Background: an optimization exercise with open tools, aiming at small area and a short achievable clock period. Do not read the settings as production practice.
Only simulation tests tie the RTL to the original design; equivalence was not proved.
Power is estimated from default activity; no workload was simulated.

## flow/design.v (module list and top-level ports; edited modules follow where they fit)
// module alu_core: 62 lines
// module alu_unit: 1777 lines
module alu_unit
#(
  parameter int unsigned WIDTH = 32
) (
  input  logic               clk,
  input  logic               rst_n,
  input  logic               in_valid,
  input  logic [WIDTH-1:0]   rs,
  input  logic [WIDTH-1:0]   rt,
  input  logic [alu_pkg::CTRL_W-1:0]  ctrl,
  input  logic [alu_pkg::SHAMT_W-1:0] sa,
  input  logic               div_signed,
  output logic               out_valid,
  output logic [WIDTH-1:0]   rd,
  output logic               overflow,
  output logic [WIDTH-1:0]   quotient,
  output logic [WIDTH-1:0]   remainder
);
  // ...
==> flow/flow/run.sh <==
#!/bin/bash
# The standard layout with two changes to how the layout is made:
#  1. Synthesis is standard.sh's own (ORFS synthesis through synth_recipe.tcl,
#     ABC_AREA=1 from config.mk), except that ABC's area script runs two rounds
#     of "dch; map -D 13500": every combinational path gets a required time of
#     13.5 ns in ABC's delay model (the pipeline stages' target), and ABC
#     recovers area up to it. SCRIPTS_DIR points at a copy of ORFS's scripts in which only
#     abc_area.script differs (flow/abc_area.script). Registers are untouched.
#  2. The port buffers that global placement inserts are buf_2 cells instead of
#     the cell the resizer picks by default (a delay buffer).
# ORFS keeps each step's log under orfs/logs/; make's own output goes to
# synth_make.log and layout_make.log in this folder.
set -euo pipefail
rm -rf orfs_scripts
cp -r "$FLOW_HOME/scripts" orfs_scripts
cp flow/abc_area.script orfs_scripts/abc_area.script
bash standard.sh "SCRIPTS_DIR=$PWD/orfs_scripts" synth > synth_make.log 2>&1
bash standard.sh "BUFFER_PORTS_ARGS=-buffer_cell sky130_fd_sc_hd__buf_2" finish > layout_make.log 2>&1
==> flow/flow/abc_area.script <==
strash
dch
map -D 13500
strash
dch
map -D 13500
topo
stime -c
buffer -c
upsize -c
dnsize -c
==> flow/standard.sh <==
#!/bin/bash
# synth_recipe.tcl (not shown) runs the flow's synth.tcl, then flattens the netlist and writes it again
# the make line also repeats each setting of config.mk as NAME=value (left out here)
make -C /OpenROAD-flow-scripts/flow DESIGN_CONFIG=/design/flow/config.mk WORK_HOME=/design/flow/orfs CLKGATE_MAP_FILE= SYNTH_SCRIPT=/design/flow/synth_recipe.tcl "${@:-finish}"
==> flow/config.mk <==
export PLATFORM = sky130hd
export DESIGN_NAME = alu_unit
export DESIGN_NICKNAME = alu_unit
export VERILOG_FILES = /design/flow/design.v
export SDC_FILE = /design/flow/constraint.sdc
export NUM_CORES = 4
export LEC_CHECK = 0
export ABC_AREA = 1
export CAP_MARGIN = 50
export CORE_MARGIN = 2
export CORE_UTILIZATION = 70
export CTS_BUF_LIST = sky130_fd_sc_hd__clkbuf_16
export CTS_CLUSTER_DIAMETER = 100
export CTS_CLUSTER_SIZE = 30
export SLEW_MARGIN = 70
==> flow/constraint.sdc <==
create_clock -name core_clock -period 100.0 [get_ports {clk}]
set_input_delay 20.0000 -clock core_clock [delete_from_list [all_inputs] [get_ports {clk}]]
set_output_delay 20.0000 -clock core_clock [all_outputs]
set_load 0.01 [all_outputs]
==> impl_metrics.py, run 1 <==
metrics = {
    "clock_network": {
        "cts_buffers": 30,
        "clock_latency_ns": 0.67,
        "cts.sinks": 649,
    },
    "place": {
        "dpl_cell_area_um2": 47800,
        "placed_cells": 7680,
        "port-buffer-count": 174,
    },
    "synthesis": {
        "synth_most_common_cell": "nand2_1",
        "syn_inst": 6859,
        "synthAdderAreaFrac_pct": 3.18,
        "netlist-cell-type-count": 88,
        "async_reset_ff_share_pct": 0,
    },
    "power": {
        "p_leak_nw": 23.0,
        "comb_power_share_pct": 48.1,
        "maxPowerGroup": "combinational cells",
    },
    "global_routing": {
        "busiest_layer": "met2",
        "grt_pass1_wl_um": 213000,
    },
    "critical_path": {
        "regToRegEndpoint": "remainder_q[30]$_SDFFE_PN0P_",
        "r2r-start": "s4_b[0]$_DFF_P_",
        "required_ns": 80.00,
        "cp-endpoint": "out_valid",
        "critPathMaxFanout": 1,
    },
    "sta": {
        "finClkSkew_ns": 0.0354,
        "hold_slack_ns": 0.326,
        "rsz0062_at_grt": "no",
        "setup_tns_ns": 0,
    },
    "cells_and_area": {
        "multi_input_area_um2": 29300,
        "nFillCells": 5365,
        "non_clock_inverter_count": 789,
        "largest_class": "multi-input gates",
        "clk_share_pct": 2.09,
    },
    "run_status": {
        "outcome": "no timing/DRC/antenna violations",
    },
    "floorplan": {
        "fp-row-count": 94,
    },
    "drt": {
        "wl_um": 137000,
    },
    "hold_path": {
        "min_path_type": "register to register",
    },
}
==> run 2: changes to the inputs <==
--- a/flow/flow/run.sh
+++ b/flow/flow/run.sh
@@ -2,8 +2,8 @@
 # The standard layout with two changes to how the layout is made:
 #  1. Synthesis is standard.sh's own (ORFS synthesis through synth_recipe.tcl,
 #     ABC_AREA=1 from config.mk), except that ABC's area script runs two rounds
-#     of "dch; map -D 13500": every combinational path gets a required time of
-#     13.5 ns in ABC's delay model (the pipeline stages' target), and ABC
+#     of "dch; map -D 13000": every combinational path gets a required time of
+#     13 ns in ABC's delay model (the pipeline stages' target), and ABC
 #     recovers area up to it. SCRIPTS_DIR points at a copy of ORFS's scripts in which only
 #     abc_area.script differs (flow/abc_area.script). Registers are untouched.
 #  2. The port buffers that global placement inserts are buf_2 cells instead of
==> flow/flow/abc_area.script (replaced) <==
strash
dch
map -D 13000
strash
dch
map -D 13000
topo
stime -c
buffer -c
upsize -c
dnsize -c
--- a/flow/config.mk
+++ b/flow/config.mk
@@ -11,5 +11,5 @@
 export CORE_UTILIZATION = 70
 export CTS_BUF_LIST = sky130_fd_sc_hd__clkbuf_16
 export CTS_CLUSTER_DIAMETER = 100
-export CTS_CLUSTER_SIZE = 30
+export CTS_CLUSTER_SIZE = 25
 export SLEW_MARGIN = 70
==> run 2 against run 1 <==
Still clean; first-iteration DRC count grew 16%; setup slack gained 0.088 ns; die area shrank 0.65%; sequential cell count is the same; clock-buffer cell count grew 8; critical path depth is the same; cell area grew 1.1%; final cell count grew 1.5%; sequential power is essentially flat; clock power grew 11%; wire length grew 2.0%; non-clock buffer count grew 1; critical path type unchanged.
==> impl_metrics.py, run 2 <==
metrics = {
    "run_status": {
        "outcome": "no timing/DRC/antenna violations",
    },
    "place": {
        "place_congestion": 1.05,
        "place_hpwl_um": 108000,
        "port-buffer-count": 174,
        "pre_cts_ws_ns": 78.99,
    },
    "drt": {
        "top_layer": "met5",
        "postRouteAntennaNets": 0,
        "drc": 0,
        "wl_per_cell_um": 17.8,
        "wl_um": 140000,
        "vias_per_cell": 5.85,
        "dr_total_vias": 45929,
        "routed-wl-met2_um": 65800,
        "drt_iter0_markers": 4189,
        "m1WireLength_um": 52000,
        "dr_wl_met3_um": 10300,
        "firstDrtPassIters": 7,
    },
    "critical_path": {
        "cpPeakStageDelay_ns": 0.56,
        "required_ns": 80.00,
        "end_kind": "primary output",
        "path_cells": "buf_2",
        "cp_top_family": "flip-flops",
        "path_buf_inv": 1,
        "path_class": "register to primary output",
        "startpoint_type": "register",
        "arrival_ns": 1.39,
        "cp_slowest_cell": "dfxtp_1",
        "critPathMaxFanout": 1,
    },
    "power": {
        "p_leak_nw": 23.4,
        "comb_power_share_pct": 47.8,
        "p_seq_share_pct": 33.6,
        "p_clk_share_pct": 18.6,
        "ir_worst_vdd_v": 0.0000184,
        "swShare_pct": 46.1,
        "p_int_mw": 0.500,
        "power.density_nw_per_um2": 18.7,
        "p_switching_mw": 0.428,
    },
    "sta": {
        "min_period_ns": 21.39,
        "slew_viol_final": 0,
        "finalSetupViolations": 0,
        "hold_slack_ns": 0.330,
        "min_period_over_period_pct": 21.4,
        "worst_slack_ns": 78.61,
        "finClkSkew_ns": 0.0367,
        "slew_headroom_pct": 68.7,
        "fmax_mhz": 46.7,
        "finalHoldViolCount": 0,
        "tightestPinTransition_ns": 0.469,
        "rsz0062_at_grt": "no",
        "setup_tns_ns": 0,
    },
    "floorplan": {
        "ios": 175,
        "initial_core_util_pct": 70.5,
        "dieArea_um2": 68200,
        "core_um2": 65600,
        "die_x_um": 261,
        "die-height_um": 261,
        "fp-row-count": 94,
    },
    "synthesis": {
        "synth_most_common_cell": "nand2_1",
        "syn_inst": 6965,
        "ys_warn_count": 2,
        "syn_area_per_cell_um2": 6.65,
        "synth_edf_count": 0,
        "netlist-cell-type-count": 78,
        "ys_seq_area_share_pct": 28.1,
        "ys_top_cells_by_count": "1769 x nand2_1, 760 x inv_1, 743 x xor2_1",
        "yosys.area.top_type_share_pct": 28.1,
        "synth_area_leaders": "dfxtp_1 28%, nand2_1 14%, xor2_1 14%",
        "async_reset_ff_share_pct": 0,
        "synth_area_leader_cell": "dfxtp_1",
        "synth-main-ff-cell": "dfxtp_1",
        "ys_ff_latch": 649,
        "synth_area_um2": 46300,
        "synth_fp_nets": 7139,
    },
    "global_routing": {
        "overflow": 0,
        "grt_pass1_vias": 42437,
        "antenna_found_initial": 4,
        "grt_max_degree": 96,
        "track_usage_pct": 39.7,
        "grt_pass1_wl_um": 217000,
    },
    "clock_network": {
        "clk_pin_slew_ns": 0.10,
        "cts_resized": 0,
        "post_cts_buffers": 0,
        "cts_tree": "yes",
        "cts_buffers": 37,
        "cts.sinks": 649,
        "cts_hold_buf": 0,
        "htree_levels": 2,
        "cts_buffer_depth": 3,
        "clock_latency_ns": 0.62,
        "root_buffer": "clkbuf_16",
    },
    "cells_and_area": {
        "nFillCells": 5226,
        "mostFrequentLayoutCells": "1765 x nand2_1, 736 x inv_1, 733 x xor2_1",
        "drive_gt1_share_pct": 9.40,
        "fin_nets": 7146,
        "num_antenna_cells": 0,
        "syn_to_final_growth_pct": 7.03,
        "final_common_cell": "nand2_1",
    },
    "hold_path": {
        "min_path_type": "register to register",
    },
    "job": {
        "max_cap_violations": 0,
    },
}
==> run 2: changes by cell type in the layout (fill, tap and decap cells not counted), sizes merged, moves of 5 or more <==
cell    previous run  this run
nand3            613       672
inv              761       788
nand2           1757      1780
nand4            108       122
clkbuf            33        42
a21oi            215       209
nor2             503       509
o21ai            590       584
xnor2             94        88
xor2             751       745
clkinv            42        47
==> run 2: worst register-to-register path, delay by kind of cell, from the launching register on <==
kind                   cells  cell delay (ns)
AOI/OAI and AO/OA         51             7.24
buffers and inverters      2             0.60
DFF                        1             0.42
and+or+nand+nor           99            12.05
==> run 2: final cells by class <==
cell class	count	area (µm²)	area share [%]
clock inverters	17	256	0.518
clock buffers	38	951	1.92
multi-input cells	5220	29500	59.6
flip-flops and latches	649	13100	26.4
well taps	864	1080	2.18
inverters	819	3100	6.25
repair buffers	245	1560	3.14
==> run 2: kinds of logic after synthesis <==
family / count (synthesis) / synth area share [%]
xor+xnor: 833 / 15.8
mux: 10 / 0.216
flops: 649 / 28.1
buf+inv: 1096 / 9.31
compound gates: 1071 / 13.8
simple gates: 3207 / 29.6
fa+ha+maj: 99 / 3.18
==> run 2: power groups by stage <==
stage	Clock, mW	Sequential [mW]	Combinational (mW)
after floorplan	0	0.298	0.330
after global placement	0	0.315	0.404
after detailed placement	0	0.316	0.426
after CTS	0.173	0.311	0.429
after global routing	0.182	0.314	0.490
final	0.172	0.312	0.444
==> run 2: final timing paths <==
check                    startpoint                            to  slack (ns)  cells after the start
max          out_valid_q$_SDFF_PN0_                     out_valid       78.61                      1
min                s2_rd[1]$_DFF_P_              s3_rd[1]$_DFF_P_        0.33                      0
max reg2reg         s4_b[0]$_DFF_P_  remainder_q[31]$_SDFFE_PN0P_       79.58                    152
min reg2reg        s2_rd[1]$_DFF_P_              s3_rd[1]$_DFF_P_        0.33                      0
==> run 2: metrics by stage <==
stage / instances / util (%) / cell area, µm² / power [mW]
4_1_cts: 7840 / 75.1 / 49300 / 0.913
3_5_place_dp: 7785 / 73.3 / 48100 / 0.742
5_1_grt: 7852 / 75.5 / 49600 / 0.986
2_1_floorplan: 6965 / - / 46300 / 0.628
3_3_place_gp: 7761 / 72.1 / 47300 / 0.719
6_report: 7852 / 75.5 / 49600 / 0.928
==> run 2: routing by layer <==
layer / track usage [%] / vias up
li1: - / 22390
met5: 0 / -
met3: 6.02 / 506
met4: 29.3 / 6
met1: 44.6 / 21134
met2: 68.4 / 1893
==> run 3: changes to the inputs <==
--- a/flow/config.mk
+++ b/flow/config.mk
@@ -11,5 +11,5 @@
 export CORE_UTILIZATION = 70
 export CTS_BUF_LIST = sky130_fd_sc_hd__clkbuf_16
 export CTS_CLUSTER_DIAMETER = 100
-export CTS_CLUSTER_SIZE = 25
+export CTS_CLUSTER_SIZE = 30
 export SLEW_MARGIN = 70
==> run 3 against run 2 <==
Non-clock buffer count did not move; wire length fell by 0.91%; critical endpoint unchanged; cell area fell by 0.33%.
==> impl_metrics.py, run 3 <==
metrics = {
    "run_status": {
        "outcome": "no timing/DRC/antenna violations",
    },
    "critical_path": {
        "r2r_cells": 152,
        "cp_slowest_cell": "dfxtp_1",
        "r2r-start": "s4_b[0]$_DFF_P_",
        "regToRegEndpoint": "remainder_q[31]$_SDFFE_PN0P_",
        "r2r_setup_slack_ns": 79.60,
        "path_buf_inv": 1,
        "required_ns": 80.00,
        "critPathMaxFanout": 1,
        "cpPeakStageDelay_ns": 0.57,
        "path_class": "register to primary output",
        "end_kind": "primary output",
        "cp_top_family": "flip-flops",
        "path_cells": "buf_2",
        "startpoint_type": "register",
        "crit_path_start": "out_valid_q$_SDFF_PN0_",
        "arrival_ns": 1.47,
    },
    "synthesis": {
        "ys_ff_latch": 649,
        "ys_warn_count": 2,
        "ys_top_cells_by_count": "1769 x nand2_1, 760 x inv_1, 743 x xor2_1",
        "syn_area_per_cell_um2": 6.65,
        "synth_edf_count": 0,
        "synth_fp_nets": 7139,
        "synth_most_common_cell": "nand2_1",
        "synth_area_um2": 46300,
        "yosys.area.top_type_share_pct": 28.1,
        "synth_area_leaders": "dfxtp_1 28%, nand2_1 14%, xor2_1 14%",
        "netlist-cell-type-count": 78,
        "syn_inst": 6965,
        "async_reset_ff_share_pct": 0,
        "synth-main-ff-cell": "dfxtp_1",
        "synth_area_leader_cell": "dfxtp_1",
        "ys_seq_area_share_pct": 28.1,
    },
    "cells_and_area": {
        "mostFrequentLayoutCells": "1766 x nand2_1, 735 x inv_1, 732 x xor2_1",
        "num_antenna_cells": 0,
        "fin_nets": 7140,
        "syn_to_final_growth_pct": 6.68,
        "drive_gt1_share_pct": 9.24,
        "nFillCells": 5257,
        "final_common_cell": "nand2_1",
        "final_area_um2": 49400,
    },
    "place": {
        "place_hpwl_um": 108000,
        "dpl_cell_area_um2": 48100,
        "port-buffer-count": 174,
        "place_congestion": 1.05,
    },
    "hold_path": {
        "min_path_type": "register to register",
        "worstHoldPathCells": 0,
        "min-delay-start": "s2_rd[1]$_DFF_P_",
        "hold_path_end": "s3_rd[1]$_DFF_P_",
    },
    "power": {
        "power.density_nw_per_um2": 18.5,
        "ir_worst_vdd_v": 0.0000186,
        "p_leak_nw": 23.3,
    },
    "drt": {
        "vias_per_cell": 5.84,
        "wl_um": 139000,
        "wl_per_cell_um": 17.7,
        "drc": 0,
        "drt_iter0_markers": 3971,
        "firstDrtPassIters": 8,
        "postRouteAntennaNets": 0,
        "dr_total_vias": 45800,
    },
    "floorplan": {
        "dieArea_um2": 68200,
        "die-height_um": 261,
        "die_x_um": 261,
        "fp-row-count": 94,
        "ios": 175,
        "core_um2": 65600,
        "initial_core_util_pct": 70.5,
    },
    "sta": {
        "min_period_ns": 21.47,
        "min_period_over_period_pct": 21.5,
        "hold_slack_ns": 0.321,
        "rsz0062_at_grt": "no",
        "finClkSkew_ns": 0.0360,
        "tightestPinTransition_ns": 0.477,
        "slew_viol_final": 0,
        "fmax_mhz": 46.6,
        "setup_tns_ns": 0,
        "finalHoldViolCount": 0,
        "slew_headroom_pct": 67.8,
        "finalSetupViolations": 0,
    },
    "clock_network": {
        "post_cts_buffers": 0,
        "cts.sinks": 649,
        "cts_hold_buf": 0,
        "clk_pin_slew_ns": 0.11,
        "root_buffer": "clkbuf_16",
        "cts_buffers": 31,
        "clock_latency_ns": 0.68,
        "htree_levels": 1,
        "cts_resized": 0,
        "cts_buffer_depth": 3,
        "cts_tree": "yes",
    },
    "global_routing": {
        "antenna_found_initial": 4,
        "grt_pass1_wl_um": 216000,
        "grt_max_degree": 96,
        "track_usage_pct": 39.4,
        "grt_pass1_vias": 42281,
        "overflow": 0,
    },
    "job": {
        "max_cap_violations": 0,
    },
}
## run 3: cell count changes in the layout (fill, tap and decap cells not counted), moves of 2 or more
cell,change
clkbuf_16,-7
inv_8,-4
clkinv_8,-3
inv_16,+3
clkinv_1,+2
inv_12,+2
## run 3: cells by family (layout without fill, tap and decap cells)
family / count (synthesis) / after routing / share of synthesized area [%]
and+or+nand+nor: 3207 / 3207 / 29.6
buffers and inverters: 1096 / 1110 / 9.31
AOI/OAI and AO/OA: 1071 / 1071 / 13.8
xor gates and xnor gates: 833 / 833 / 15.8
DFF: 649 / 649 / 28.1
adders and majority gates: 99 / 99 / 3.18
muxes: 10 / 10 / 0.216
## run 3: per-layer routing
metal | part of all wire (%) | vias to the layer above | GRT usage (%) | wire (µm)
li1 | - | 22376 | - | -
met1 | 37 | 21031 | 44.7 | 51700
met2 | 47 | 1918 | 67.8 | 65500
met3 | 7.4 | 471 | 5.80 | 10200
met4 | 8.1 | 4 | 28.0 | 11200
met5 | 0.022 | - | 0 | 30
## run 3: layout make-up
type / count / area (µm²) / share of cell area, %
repair buffers: 245 / 1560 / 3.15
well taps: 864 / 1080 / 2.19
clock buffers: 31 / 776 / 1.57
multi-input cells: 5220 / 29500 / 59.8
clock inverters: 15 / 272 / 0.550
inverters: 819 / 3100 / 6.27
flip-flops and latches: 649 / 13100 / 26.5
## run 3: how the worst max path moves through the flow
stage | end | cells past startpoint | slack (ns)
final | out_valid | 1 | 78.53
after global placement | remainder_q[1]$_SDFFE_PN0P_ | 4 | 78.67
after detailed placement | rd_q[16]$_SDFFE_PN0P_ | 5 | 78.99
after floorplan | overflow_q$_SDFFE_PN0P_ | 4 | 79.30
after global routing | remainder_q[31]$_SDFFE_PN0P_ | 152 | 77.35
after CTS | out_valid | 1 | 78.55
## run 3: per-stage QoR
stage	setup WS, ns	std cells	utilization [%]	power, mW
final	78.53	7843	75.3	0.913
after global placement	78.67	7761	72.1	0.719
after CTS	78.55	7831	74.9	0.898
after floorplan	79.30	6965	-	0.628
after global routing	77.35	7843	75.3	0.972
after detailed placement	78.99	7785	73.3	0.742
## run 3: power by group
group          leakage (nW)  internal (mW)  total (mW)  switching (mW)
clock                 0.508         0.0640       0.157          0.0931
sequential             5.40          0.283       0.312          0.0290
combinational          17.4          0.141       0.444           0.303
total                  23.3          0.488       0.913           0.426

[what the ideal ports hide]
In the flow no input, the clock included, has a driving cell. The finished layouts below were timed again as built, in two steps.
Step 1 (the two cells are an assumption about what drives the block):
set clk [get_ports {clk}]
set_driving_cell -lib_cell sky130_fd_sc_hd__clkbuf_16 $clk
set_driving_cell -lib_cell sky130_fd_sc_hd__buf_2 [delete_from_list [all_inputs] $clk]
Step 2 adds t to the input delays and takes it off the output delays; t is the mean of the earliest and latest rising clock arrival at the registers after step 1. Input paths then give back, and output paths get back, about the clock's delay inside the block.
Three values: no drivers, after step 1, after step 2; two values: the first two.
| run | shift t [ns] | slack for setup (ns) | clock arrival spread, ns | slew at the worst register clock pin (ns) | worst slew at a driven data input, ns |
|---|---|---|---|---|---|
| run 1 | 0.716 | 78.520 / 78.453 / 78.870 | 0.037 / 0.037 | 0.12 / 0.12 | 0.05 |
| run 2 | 0.665 | 78.609 / 78.541 / 78.955 | 0.037 / 0.037 | 0.10 / 0.10 | 0.05 |
| run 3 | 0.730 | 78.530 / 78.459 / 78.961 | 0.040 / 0.039 | 0.12 / 0.12 | 0.05 |
After both steps every run listed still meets setup and hold.
